From an optimization exercise on the open Yosys and OpenROAD flow, aimed at small area, a short achievable clock period and few clock cycles per item; shortcuts taken in it are not production practice.
At most, simulation tests tie the RTL to the original design; equivalence was not proved.
Power and IR drop assume default switching activity.

Design sliding_window_extremum_detector, start of the top module:
module sliding_window_extremum_detector
(
  input  logic                           clk,
  input  logic                           rst,
  input  logic                           in_valid,
  output logic                           in_ready,
  input  logic                           kind,
  input  logic signed [swx_pkg::PRICE_BITS-1:0]   price,
  input  logic signed [swx_pkg::STAMP_BITS-1:0]   stamp,
  output logic                           out_valid,
  input  logic                           out_ready,
  output logic [swx_pkg::VERDICT_BITS-1:0]        verdict,
  output logic signed [swx_pkg::PRICE_BITS-1:0]   price_out,
  output logic signed [swx_pkg::STAMP_BITS-1:0]   stamp_out,
  input  logic                           cfg_we,
  input  logic [swx_pkg::HALF_BITS-1:0]           cfg_data
);
  localparam int PB    = swx_pkg::PRICE_BITS;
  localparam int NPAST = 2 * swx_pkg::MAX_HALF_WINDOW;    
  logic [swx_pkg::HALF_BITS-1:0] half_window;
  logic [swx_pkg::HALF_BITS-1:0] half_clamped;
  logic [PB-1:0]                 win [NPAST];     
  logic [NPAST:0]                count;
  logic [NPAST-1:0]              cap_mask;        
  logic                          s1_valid;
  logic                          s1_fresh;        
  logic [swx_pkg::STAMP_BITS-1:0] s1_stamp;
  logic [swx_pkg::VERDICT_BITS-1:0] s1_kept;
  logic [NPAST-1:0]              cmp_hi_lower;
  logic [NPAST-1:0]              cmp_hi_higher;
  logic [NPAST-1:0]              cmp_lo_lower;
  logic [NPAST-1:0]              cmp_lo_higher;
  logic                          s1_move;
  logic                          accept;
  logic                          tick;
  logic                          clear;
  logic                          report;
  logic [NPAST-1:0]              hi_lower;
  logic [NPAST-1:0]              hi_higher;
  logic [NPAST-1:0]              lo_lower;
  logic [NPAST-1:0]              lo_higher;
  logic [NPAST-1:0]              held;
  ...
Size: roughly 210 I/O pins, ~60,000 sq um of cells after synthesis.
==> flow/config.mk <==
export PLATFORM = sky130hd
export DESIGN_NAME = sliding_window_extremum_detector
export DESIGN_NICKNAME = sliding_window_extremum_detector
export VERILOG_FILES = /design/flow/design.v
export SDC_FILE = /design/flow/constraint.sdc
export NUM_CORES = 4
export LEC_CHECK = 0
export CAP_MARGIN = 10
export CORE_MARGIN = 2
export CORE_UTILIZATION = 60
export SETUP_SLACK_MARGIN = 2.6
export SLEW_MARGIN = 10
==> flow/constraint.sdc <==
create_clock -name core_clock -period 5.0 [get_ports {clk}]
set_input_delay 1.0000 -clock core_clock [delete_from_list [all_inputs] [get_ports {clk}]]
set_output_delay 1.0000 -clock core_clock [all_outputs]
set_load 0.01 [all_outputs]
run.sh (not shown) runs the stock make flow with config.mk's settings and CLKGATE_MAP_FILE= SYNTH_SCRIPT=/design/flow/synth_recipe.tcl, a recipe that flattens the netlist after the stock synthesis.
The starting point finished with timing, DRC and antenna clean.
Then changed:
--- a/flow/config.mk
+++ b/flow/config.mk
@@ -7,6 +7,7 @@
 export LEC_CHECK = 0
-export CAP_MARGIN = 10
+export ABC_CLOCK_PERIOD_IN_PS = 2400
+export CAP_MARGIN = 20
 export CORE_MARGIN = 2
-export CORE_UTILIZATION = 60
+export CORE_UTILIZATION = 55
 export SETUP_SLACK_MARGIN = 2.6
-export SLEW_MARGIN = 10
+export SLEW_MARGIN = 20
=> The changed run went through all stages and came out clean; cell count came out higher by 1.5%; sequential cell count stays the same; cell area climbs by 0.33%; fmax is higher by 1.0%; setup slack is better by 0.027 ns.
No run of this note included a check of the RTL's function; only the layout flow was run.

* * *

sliding_window_extremum_detector, a different RTL version from the one above (not shown whole).
Size in the first run: ~4,300 cells after synthesis, roughly 1,300 flip-flops, ~210 I/O pins, ~62,000 um2 of cells after synthesis.
// sliding_window_extremum_detector
module sliding_window_extremum_detector
(
  input  logic                           clk,
  input  logic                           rst,
  input  logic                           in_valid,
  output logic                           in_ready,
  input  logic                           kind,
  input  logic signed [swx_pkg::PRICE_BITS-1:0]   price,
  input  logic signed [swx_pkg::STAMP_BITS-1:0]   stamp,
  output logic                           out_valid,
  input  logic                           out_ready,
  output logic [swx_pkg::VERDICT_BITS-1:0]        verdict,
  output logic signed [swx_pkg::PRICE_BITS-1:0]   price_out,
  output logic signed [swx_pkg::STAMP_BITS-1:0]   stamp_out,
  input  logic                           cfg_we,
  input  logic [swx_pkg::HALF_BITS-1:0]           cfg_data
);
Settings: LEC_CHECK=0, CAP_MARGIN=10, CORE_MARGIN=2, CORE_UTILIZATION=60, SETUP_SLACK_MARGIN=2.3, SLEW_MARGIN=10; clock period 5.0 ns.
Testbench counts at the start, summed over its fixed seeds: cycles 9,680, items 9,600.
Rerun with:
ABC_CLOCK_PERIOD_IN_PS = 2400   (was unset)
CAP_MARGIN = 20   (was 10)
CORE_UTILIZATION = 55   (was 60)
SETUP_SLACK_MARGIN = 2.6   (was 2.3)
SLEW_MARGIN = 20   (was 10)
The changed run went through all stages and came out clean.
Setup slack gets better by 240 ps.
Critical path depth came out higher by 6.
Cell count came out higher by a few percent.
Area after synthesis does not change.
Die area came out higher by a little under a tenth.
Clock power is about the same.
Utilization came out lower by 1.9 points.
Combinational power came out higher by about a fifth.

* * *

Setup of alpha:
Another version of the RTL of sliding_window_extremum_detector (not shown whole).
Size: about 4,200 cells after synthesis, about 60,000 um^2 of cells after synthesis.
Settings: LEC_CHECK=0, CAP_MARGIN=20, CORE_MARGIN=2, CORE_UTILIZATION=55, PLACE_DENSITY=0.7, SETUP_SLACK_MARGIN=2.6, SLEW_MARGIN=20; clock period 5.0 ns.
standard.sh (not shown) runs the stock make flow with config.mk's settings and CLKGATE_MAP_FILE= SYNTH_SCRIPT=/design/flow/synth_recipe.tcl, a recipe that flattens the netlist after the stock synthesis.
==> flow/flow/run.sh <==
#!/bin/bash
set -o pipefail
export CTS_ARGS="-sink_clustering_enable -repair_clock_nets -dont_use_dummy_load"
bash standard.sh finish > standard.log 2>&1
Testbench counts of alpha, summed over its fixed seeds: cycles 9,680, items 9,600.
--- input diff alpha..beta ---
- removing PLACE_DENSITY (formerly 0.7)
==> flow/flow/run.sh <==
#!/bin/bash
set -o pipefail
export CTS_ARGS="-sink_clustering_enable -repair_clock_nets -dont_use_dummy_load -sink_clustering_size 16 -sink_clustering_max_diameter 60 -root_buf sky130_fd_sc_hd__clkbuf_16 -sink_clustering_buffer sky130_fd_sc_hd__clkbuf_8 -buf_list {sky130_fd_sc_hd__clkbuf_8 sky130_fd_sc_hd__clkbuf_16}"
bash standard.sh finish > standard.log 2>&1
==> comparison <==
Sort beta and alpha by final cell count without fillers, ascending, and beta comes first.
Compared to alpha, beta has fraction of final layout cells sized beyond drive strength 1 0.99 points lower.
In terms of clock period minus worst slack, alpha and beta differ only marginally.
beta reports a lower worst-case headroom to the max-slew limit than alpha does.
Looking at end point of the critical path, the verdict[1] result is from beta; the in_ready one comes from alpha.
beta vs alpha, top routing layer in use: met4 vs met5
For gamma, these inputs were changed with respect to beta:
- putting ABC_CLOCK_PERIOD_IN_PS at 2400 where nothing was set
==> flow/run.sh (new file) <==
#!/bin/bash
# synth_recipe.tcl (not shown) runs the flow's synth.tcl, then flattens the netlist and writes it again
# the make line also repeats each setting of config.mk as NAME=value (left out here)
make -C /OpenROAD-flow-scripts/flow DESIGN_CONFIG=/design/flow/config.mk WORK_HOME=/design/flow/orfs CLKGATE_MAP_FILE= SYNTH_SCRIPT=/design/flow/synth_recipe.tcl finish
removed: flow/flow/run.sh
removed: flow/standard.sh
- beta and gamma ended up with nearly the same register area.
- Measured against each other, beta and gamma differ in register clock-pin slew on the reported worst setup and hold paths, the higher figure coming from beta.
- gamma: met3 routing resource usage after global routing 0.49 points above beta
- Diff beta -> gamma: shortest clock period the worst path allows after layout lower, setup slack higher, number of cells in the finished layout apart from fillers higher, data required time of the critical path lower, number of buffer and inverter stages on the critical path higher.
- Against beta, gamma comes in about 1.3% higher on global-route wire length before repair.
- Sort beta and gamma by clock network latency to the later pin of the worst-skew pair, descending, and gamma comes first.
- Utilization beta -> gamma: up
Relative to gamma, the following input files were edited for delta:
- CORE_UTILIZATION now 50, was 55
- ABC_CLOCK_PERIOD_IN_PS no longer set, was 2400
==> flow/flow/run.sh (new file) <==
#!/bin/bash
set -o pipefail
export CTS_ARGS="-sink_clustering_enable -repair_clock_nets -dont_use_dummy_load -root_buf sky130_fd_sc_hd__clkbuf_16 -sink_clustering_buffer sky130_fd_sc_hd__clkbuf_8 -buf_list {sky130_fd_sc_hd__clkbuf_8 sky130_fd_sc_hd__clkbuf_16}"
bash standard.sh finish > standard.log 2>&1
==> flow/standard.sh (new file) <==
#!/bin/bash
# synth_recipe.tcl (not shown) runs the flow's synth.tcl, then flattens the netlist and writes it again
# the make line also repeats each setting of config.mk as NAME=value (left out here)
make -C /OpenROAD-flow-scripts/flow DESIGN_CONFIG=/design/flow/config.mk WORK_HOME=/design/flow/orfs CLKGATE_MAP_FILE= SYNTH_SCRIPT=/design/flow/synth_recipe.tcl "${@:-finish}"
removed: flow/run.sh
--- outcome ---
delta: done, clean on timing, DRC and antenna
Higher total power goes to gamma over delta.
Areal power density over the cells delta for delta relative to gamma: 24 nW/um^2 lower
Measured against each other, gamma and delta differ in width of the die, the lower figure coming from gamma.
Between gamma and delta, the difference in largest incremental delay on the critical path is negligible.
Side by side, first-pass iteration count of the detailed router turned out higher in delta than in gamma.
Against gamma, delta reports a combinational cell fraction of total power that is higher.

## separate check: timing with driven ports
The results above use ideal ports. As a check the final layouts listed here were re-extracted and re-timed, cells and wires unchanged. Step 1 (the two cells are an assumption about what drives the block):
set clk [get_ports {clk}]
set_driving_cell -lib_cell sky130_fd_sc_hd__clkbuf_16 $clk
set_driving_cell -lib_cell sky130_fd_sc_hd__buf_2 [delete_from_list [all_inputs] $clk]
Step 2 adds t to the input delays and takes it off the output delays; t is the mean of the earliest and latest rising clock arrival at the registers after step 1. Input paths then give back, and output paths get back, about the clock's delay inside the block. Three values: ideal, step 1, step 2; two values: the first two.
| run | shift t [ns] | setup slack, ns | worst setup path after step 2 |
|---|---|---|---|
| the first run of note 1 | 0.817 | 2.373 / 2.317 / 1.830 | input to register |
| the second run of note 1 | 0.815 | 2.400 / 2.357 / 1.829 | input to register |
| the first run of note 2 | 0.816 | 2.244 / 2.244 / 1.550 | input to register |
| the second run of note 2 | 0.825 | 2.488 / 2.481 / 1.673 | input to register |
| alpha | 0.798 | 2.539 / 2.477 / 1.834 | input to register |
| beta | 0.725 | 2.538 / 2.513 / 1.954 | input to register |
| gamma | 0.800 | 2.548 / 2.499 / 1.828 | input to register |
| delta | 0.821 | 2.536 / 2.480 / 1.810 | input to register |
After both steps every run listed still meets setup and hold. For the second run of note 2, which loses most, drivers alone change the setup slack by -0.007 ns; drivers and shift together by -0.815 ns.
